What follows belongs to an exercise in optimizing a design on an open flow for small area and a short achievable clock period; a production flow would make more cautious choices.
RTL that was checked went through simulation tests only; none was proved equivalent to the original.
Power is estimated from default activity; no workload was simulated.

==> inputs of run a <==
## gshare_ras_ongorucu
module gshare_ras_ongorucu #(
  parameter int ADR_BIT      = 32,
  parameter int BTB_DERINLIK = 32,
  parameter int GHR_BIT      = 8,
  parameter int RAS_DERINLIK = 4,
  localparam int IDX = $clog2(BTB_DERINLIK),
  localparam int RP  = $clog2(RAS_DERINLIK)
) (
  input  logic               clk_g,
  input  logic               rst_g,
  input  logic               i_gecerli,
  input  logic [ADR_BIT-1:0] i_buyruk_adresi,
  input  logic               i_is_branch,
  input  logic               i_is_jal,
  input  logic               i_is_jalr,
  input  logic               i_is_call,
  input  logic               i_is_ret,
  input  logic               i_is_comp,
  input  logic [ADR_BIT-1:0] i_jal_hedef,
  output logic               o_gecerli,
  output logic               o_buyruk_ongoru,
  output logic [ADR_BIT-1:0] o_atlanan_adres,
  output logic [GHR_BIT-1:0] o_ghr_ckpt,
  output logic [RP:0]        o_ras_ckpt,
  input  logic               i_guncelle_gecerli,
  input  logic [ADR_BIT-1:0] i_g_adres,
  input  logic               i_g_branch,
  input  logic               i_g_jalr,
  input  logic               i_g_atladi,
  input  logic [ADR_BIT-1:0] i_g_hedef,
  input  logic               i_g_yanlis,
  input  logic [GHR_BIT-1:0] i_g_ghr_ckpt,
  input  logic [RP:0]        i_g_ras_ckpt
);
clock: 5.5 ns
lec_check: 0
cap_margin: 20
core_margin: 2
core_utilization: 40
setup_slack_margin: 3.2
slew_margin: 20
run.sh (not shown) runs the stock make flow with config.mk's settings and CLKGATE_MAP_FILE= SYNTH_SCRIPT=/design/flow/synth_recipe.tcl, a recipe that flattens the netlist after the stock synthesis.
==> run b: changes against run a <==
--- a/flow/design.v
+++ b/flow/design.v
@@ -43,56 +43,43 @@
   logic [RP-1:0]      ras_ptr;
   logic [RP:0]        ras_cnt;
   logic [IDX-1:0]     p_idx, u_idx;
   logic [ADR_BIT-1:0] fall_thru, ras_top, other_tgt, btb_tgt;
   logic [ADR_BIT-1:0] r_btb_tgt, r_other_tgt;
-  logic               r_btb_hit;
-  logic               p_taken, fire, repair, pop_ok, ras_hit, jalr_btb, btb_hit, hit_br, hit_any;
+  logic               p_taken, fire, repair, pop_ok, ras_hit, jalr_btb, btb_hit;
   logic [RP-1:0]      ptr_pop, ptr_nxt;
   logic [RP:0]        cnt_pop, cnt_nxt;
-  logic [BTB_DERINLIK-1:0] p_dec, u_dec;
+  logic [BTB_DERINLIK-1:0] p_dec, u_dec, p_sel;
   logic               unused_ok;
   assign repair    = i_guncelle_gecerli & i_g_yanlis;
   assign fire      = i_gecerli & ~repair;
   assign p_idx     = i_buyruk_adresi[IDX+1:2] ^ ghr[IDX-1:0];
   assign u_idx     = i_g_adres[IDX+1:2] ^ i_g_ghr_ckpt[IDX-1:0];
-  always_comb begin
-    logic c2;
-    c2 = ~i_is_comp | i_buyruk_adresi[1];
-    fall_thru[0] = i_buyruk_adresi[0];
-    fall_thru[1] = i_buyruk_adresi[1] ^ i_is_comp;
-    for (int b = 2; b < ADR_BIT; b++) begin
-      logic ones;
-      ones = 1'b1;
-      for (int k = 2; k < b; k++) ones = ones & i_buyruk_adresi[k];
-      fall_thru[b] = i_buyruk_adresi[b] ^ (c2 & ones);
-    end
-  end
+  assign fall_thru = i_buyruk_adresi + {{(ADR_BIT-3){1'b0}}, ~i_is_comp, i_is_comp, 1'b0};
   assign unused_ok = ^{i_g_adres[ADR_BIT-1:IDX+2], i_g_adres[1:0]};
   assign ras_top   = ras_wr[ras_ptr] ? ras[ras_ptr] : '0;
   assign ras_hit  = i_is_ret && ras_cnt != '0;
   assign jalr_btb = ~i_is_jal & i_is_jalr & ~ras_hit;
   always_comb begin
     for (int i = 0; i < BTB_DERINLIK; i++) begin
       p_dec[i] = (p_idx == IDX'(i));
       u_dec[i] = (u_idx == IDX'(i));
+      p_sel[i] = p_dec[i] & btb_valid[i] & (i_is_branch ? ctr_hi[i] : jalr_btb);
     end
     btb_tgt = '0;
-    for (int i = 0; i < BTB_DERINLIK; i++) btb_tgt = btb_tgt | ({ADR_BIT{p_dec[i]}} & btb_target[i]);
+    for (int i = 0; i < BTB_DERINLIK; i++) btb_tgt = btb_tgt | ({ADR_BIT{p_sel[i]}} & btb_target[i]);
   end
-  assign hit_br  = |(p_dec & btb_valid & ctr_hi);
-  assign hit_any = |(p_dec & btb_valid);
-  assign btb_hit = i_is_branch ? hit_br : (jalr_btb & hit_any);
+  assign btb_hit = |p_sel;
   always_comb begin
     other_tgt = fall_thru;
     if (!i_is_branch) begin
       if (i_is_jal)                  other_tgt = i_jal_hedef;
       else if (i_is_jalr && ras_hit) other_tgt = ras_top;
     end
   end
   assign p_taken  = btb_hit | (~i_is_branch & (i_is_jal | (i_is_jalr & ras_hit)));
-  assign o_atlanan_adres = r_btb_hit ? r_btb_tgt : r_other_tgt;
+  assign o_atlanan_adres = r_btb_tgt | r_other_tgt;
   always_comb begin
     pop_ok  = ras_hit;
     ptr_pop = pop_ok ? ras_ptr - PTR_ONE : ras_ptr;
     cnt_pop = pop_ok ? ras_cnt - CNT_ONE : ras_cnt;
     ptr_nxt = ptr_pop;
@@ -143,12 +130,11 @@
       if (i_guncelle_gecerli && (i_g_atladi || i_g_jalr) && u_dec[i]) btb_target[i] <= i_g_hedef;
     if (fire && i_is_call) ras[ptr_nxt] <= fall_thru;
   end
   always_ff @(posedge clk_g) begin
     o_buyruk_ongoru <= p_taken;
-    r_btb_hit       <= btb_hit;
     r_btb_tgt       <= btb_tgt;
-    r_other_tgt     <= other_tgt;
+    r_other_tgt     <= {ADR_BIT{~btb_hit}} & other_tgt;
     o_ghr_ckpt      <= ghr;
     o_ras_ckpt      <= {ras_ptr, ras_cnt != '0};
   end
 endmodule
Settings changed: ABC_AREA set to 1, CTS_CLUSTER_DIAMETER set to 90, CTS_CLUSTER_SIZE set to 26, SETUP_SLACK_MARGIN 3.2 to 2.8.
==> run c: changes against run a <==
--- a/flow/design.v
+++ b/flow/design.v
@@ -41,58 +41,44 @@
   logic [ADR_BIT-1:0] ras        [RAS_DERINLIK];
   logic [RAS_DERINLIK-1:0] ras_wr;
   logic [RP-1:0]      ras_ptr;
   logic [RP:0]        ras_cnt;
   logic [IDX-1:0]     p_idx, u_idx;
-  logic [ADR_BIT-1:0] fall_thru, ras_top, other_tgt, btb_tgt;
-  logic [ADR_BIT-1:0] r_btb_tgt, r_other_tgt;
-  logic               r_btb_hit;
-  logic               p_taken, fire, repair, pop_ok, ras_hit, jalr_btb, btb_hit, hit_br, hit_any;
+  logic [ADR_BIT-1:0] fall_thru, p_target, ras_top, other_tgt, btb_tgt;
+  logic               p_taken, fire, repair, pop_ok, ras_hit, jalr_btb, btb_hit;
   logic [RP-1:0]      ptr_pop, ptr_nxt;
   logic [RP:0]        cnt_pop, cnt_nxt;
-  logic [BTB_DERINLIK-1:0] p_dec, u_dec;
+  logic [BTB_DERINLIK-1:0] p_dec, u_dec, p_sel;
   logic               unused_ok;
   assign repair    = i_guncelle_gecerli & i_g_yanlis;
   assign fire      = i_gecerli & ~repair;
   assign p_idx     = i_buyruk_adresi[IDX+1:2] ^ ghr[IDX-1:0];
   assign u_idx     = i_g_adres[IDX+1:2] ^ i_g_ghr_ckpt[IDX-1:0];
-  always_comb begin
-    logic c2;
-    c2 = ~i_is_comp | i_buyruk_adresi[1];
-    fall_thru[0] = i_buyruk_adresi[0];
-    fall_thru[1] = i_buyruk_adresi[1] ^ i_is_comp;
-    for (int b = 2; b < ADR_BIT; b++) begin
-      logic ones;
-      ones = 1'b1;
-      for (int k = 2; k < b; k++) ones = ones & i_buyruk_adresi[k];
-      fall_thru[b] = i_buyruk_adresi[b] ^ (c2 & ones);
-    end
-  end
+  assign fall_thru = i_buyruk_adresi + {{(ADR_BIT-3){1'b0}}, ~i_is_comp, i_is_comp, 1'b0};
   assign unused_ok = ^{i_g_adres[ADR_BIT-1:IDX+2], i_g_adres[1:0]};
   assign ras_top   = ras_wr[ras_ptr] ? ras[ras_ptr] : '0;
   assign ras_hit  = i_is_ret && ras_cnt != '0;
   assign jalr_btb = ~i_is_jal & i_is_jalr & ~ras_hit;
   always_comb begin
     for (int i = 0; i < BTB_DERINLIK; i++) begin
       p_dec[i] = (p_idx == IDX'(i));
       u_dec[i] = (u_idx == IDX'(i));
+      p_sel[i] = p_dec[i] & btb_valid[i] & (i_is_branch ? ctr_hi[i] : jalr_btb);
     end
     btb_tgt = '0;
-    for (int i = 0; i < BTB_DERINLIK; i++) btb_tgt = btb_tgt | ({ADR_BIT{p_dec[i]}} & btb_target[i]);
+    for (int i = 0; i < BTB_DERINLIK; i++) btb_tgt = btb_tgt | ({ADR_BIT{p_sel[i]}} & btb_target[i]);
   end
-  assign hit_br  = |(p_dec & btb_valid & ctr_hi);
-  assign hit_any = |(p_dec & btb_valid);
-  assign btb_hit = i_is_branch ? hit_br : (jalr_btb & hit_any);
+  assign btb_hit = |p_sel;
   always_comb begin
     other_tgt = fall_thru;
     if (!i_is_branch) begin
       if (i_is_jal)                  other_tgt = i_jal_hedef;
       else if (i_is_jalr && ras_hit) other_tgt = ras_top;
     end
   end
   assign p_taken  = btb_hit | (~i_is_branch & (i_is_jal | (i_is_jalr & ras_hit)));
-  assign o_atlanan_adres = r_btb_hit ? r_btb_tgt : r_other_tgt;
+  assign p_target = btb_tgt | ({ADR_BIT{~btb_hit}} & other_tgt);
   always_comb begin
     pop_ok  = ras_hit;
     ptr_pop = pop_ok ? ras_ptr - PTR_ONE : ras_ptr;
     cnt_pop = pop_ok ? ras_cnt - CNT_ONE : ras_cnt;
     ptr_nxt = ptr_pop;
@@ -143,12 +129,10 @@
       if (i_guncelle_gecerli && (i_g_atladi || i_g_jalr) && u_dec[i]) btb_target[i] <= i_g_hedef;
     if (fire && i_is_call) ras[ptr_nxt] <= fall_thru;
   end
   always_ff @(posedge clk_g) begin
     o_buyruk_ongoru <= p_taken;
-    r_btb_hit       <= btb_hit;
-    r_btb_tgt       <= btb_tgt;
-    r_other_tgt     <= other_tgt;
+    o_atlanan_adres <= p_target;
     o_ghr_ckpt      <= ghr;
     o_ras_ckpt      <= {ras_ptr, ras_cnt != '0};
   end
 endmodule
Settings changed: CTS_CLUSTER_DIAMETER set to 90, CTS_CLUSTER_SIZE set to 26.
==> qor summary <==
	run c	run a	run b
Total net switching power	5.44 mW	6.74 mW	5.46 mW
Sequential-to-total area share from yosys stat	76.6%	77.1%	71.3%
DPL Wire Length	89.9 mm	88.9 mm	90.3 mm
Result of the run	complete, no violations	complete, no violations	complete, no violations
Combinational Power	3.31 mW	4.02 mW	2.79 mW
Fraction of synthesis flops using an asynchronous set or reset pin	8.70%	8.49%	8.49%
Non-clock buffering overhead in the final layout	10.2%	11.6%	5.83%
Max Clock Freq	0.349 GHz	0.331 GHz	0.366 GHz
Post-layout utilization of the core	50.3%	54.0%	46.5%
Count of routing violations after the opening detailed-route iteration	5095	5558	5163
Sequential cell area	38400 um^2	39000 um^2	39100 um^2
Number of fillers in the final layout	10088	9707	12034
Avg Vias per Cell	6.33	6.30	5.35
Non-filler instance count after layout	5262	5573	6840
P&R area growth vs syn	24.6%	34.0%	15.4%
Final Cell Area	62300 um^2	67800 um^2	63100 um^2
Clock slew at reported path FFs	0.10 ns	0.06 ns	0.10 ns
Synth Area in Simple Gates	7.17%	7.61%	9.70%
Number of global-route vias before repair	31114	32594	33297
Count of clock-net buffers in the final layout	98	206	102
The RTL of run a was laid out without a check of its function.

## re-timing with driven ports
How much do the figures lean on ideal ports? The routed layouts below were timed once more, with nothing changed but the port constraints.
Step 1: set_driving_cell puts a clkbuf_16 on clk_g and a buf_2 on each other input, an assumption about the parent block.
Step 2 moves the port delays by t, midway between the first and last clock arrival at a register: inputs arrive t later, outputs are due t later. That takes back most of the time a late clock gives input paths.
a / b / c = no drivers / after step 1 / after step 2; a / b = the first two.
| run | t (ns) | setup WS [ns] | worst setup path after step 2 |
|---|---|---|---|
| run a | 0.817 | 2.481 / 2.401 / 2.095 | input to register |
| run b | 0.789 | 2.764 / 2.766 / 2.031 | input to register |
| run c | 0.792 | 2.637 / 2.654 / 1.862 | input to register |
After both steps setup and hold are still met in every run listed. For run c, which loses most, drivers alone change the setup slack by +0.017 ns; drivers and shift together by -0.775 ns.
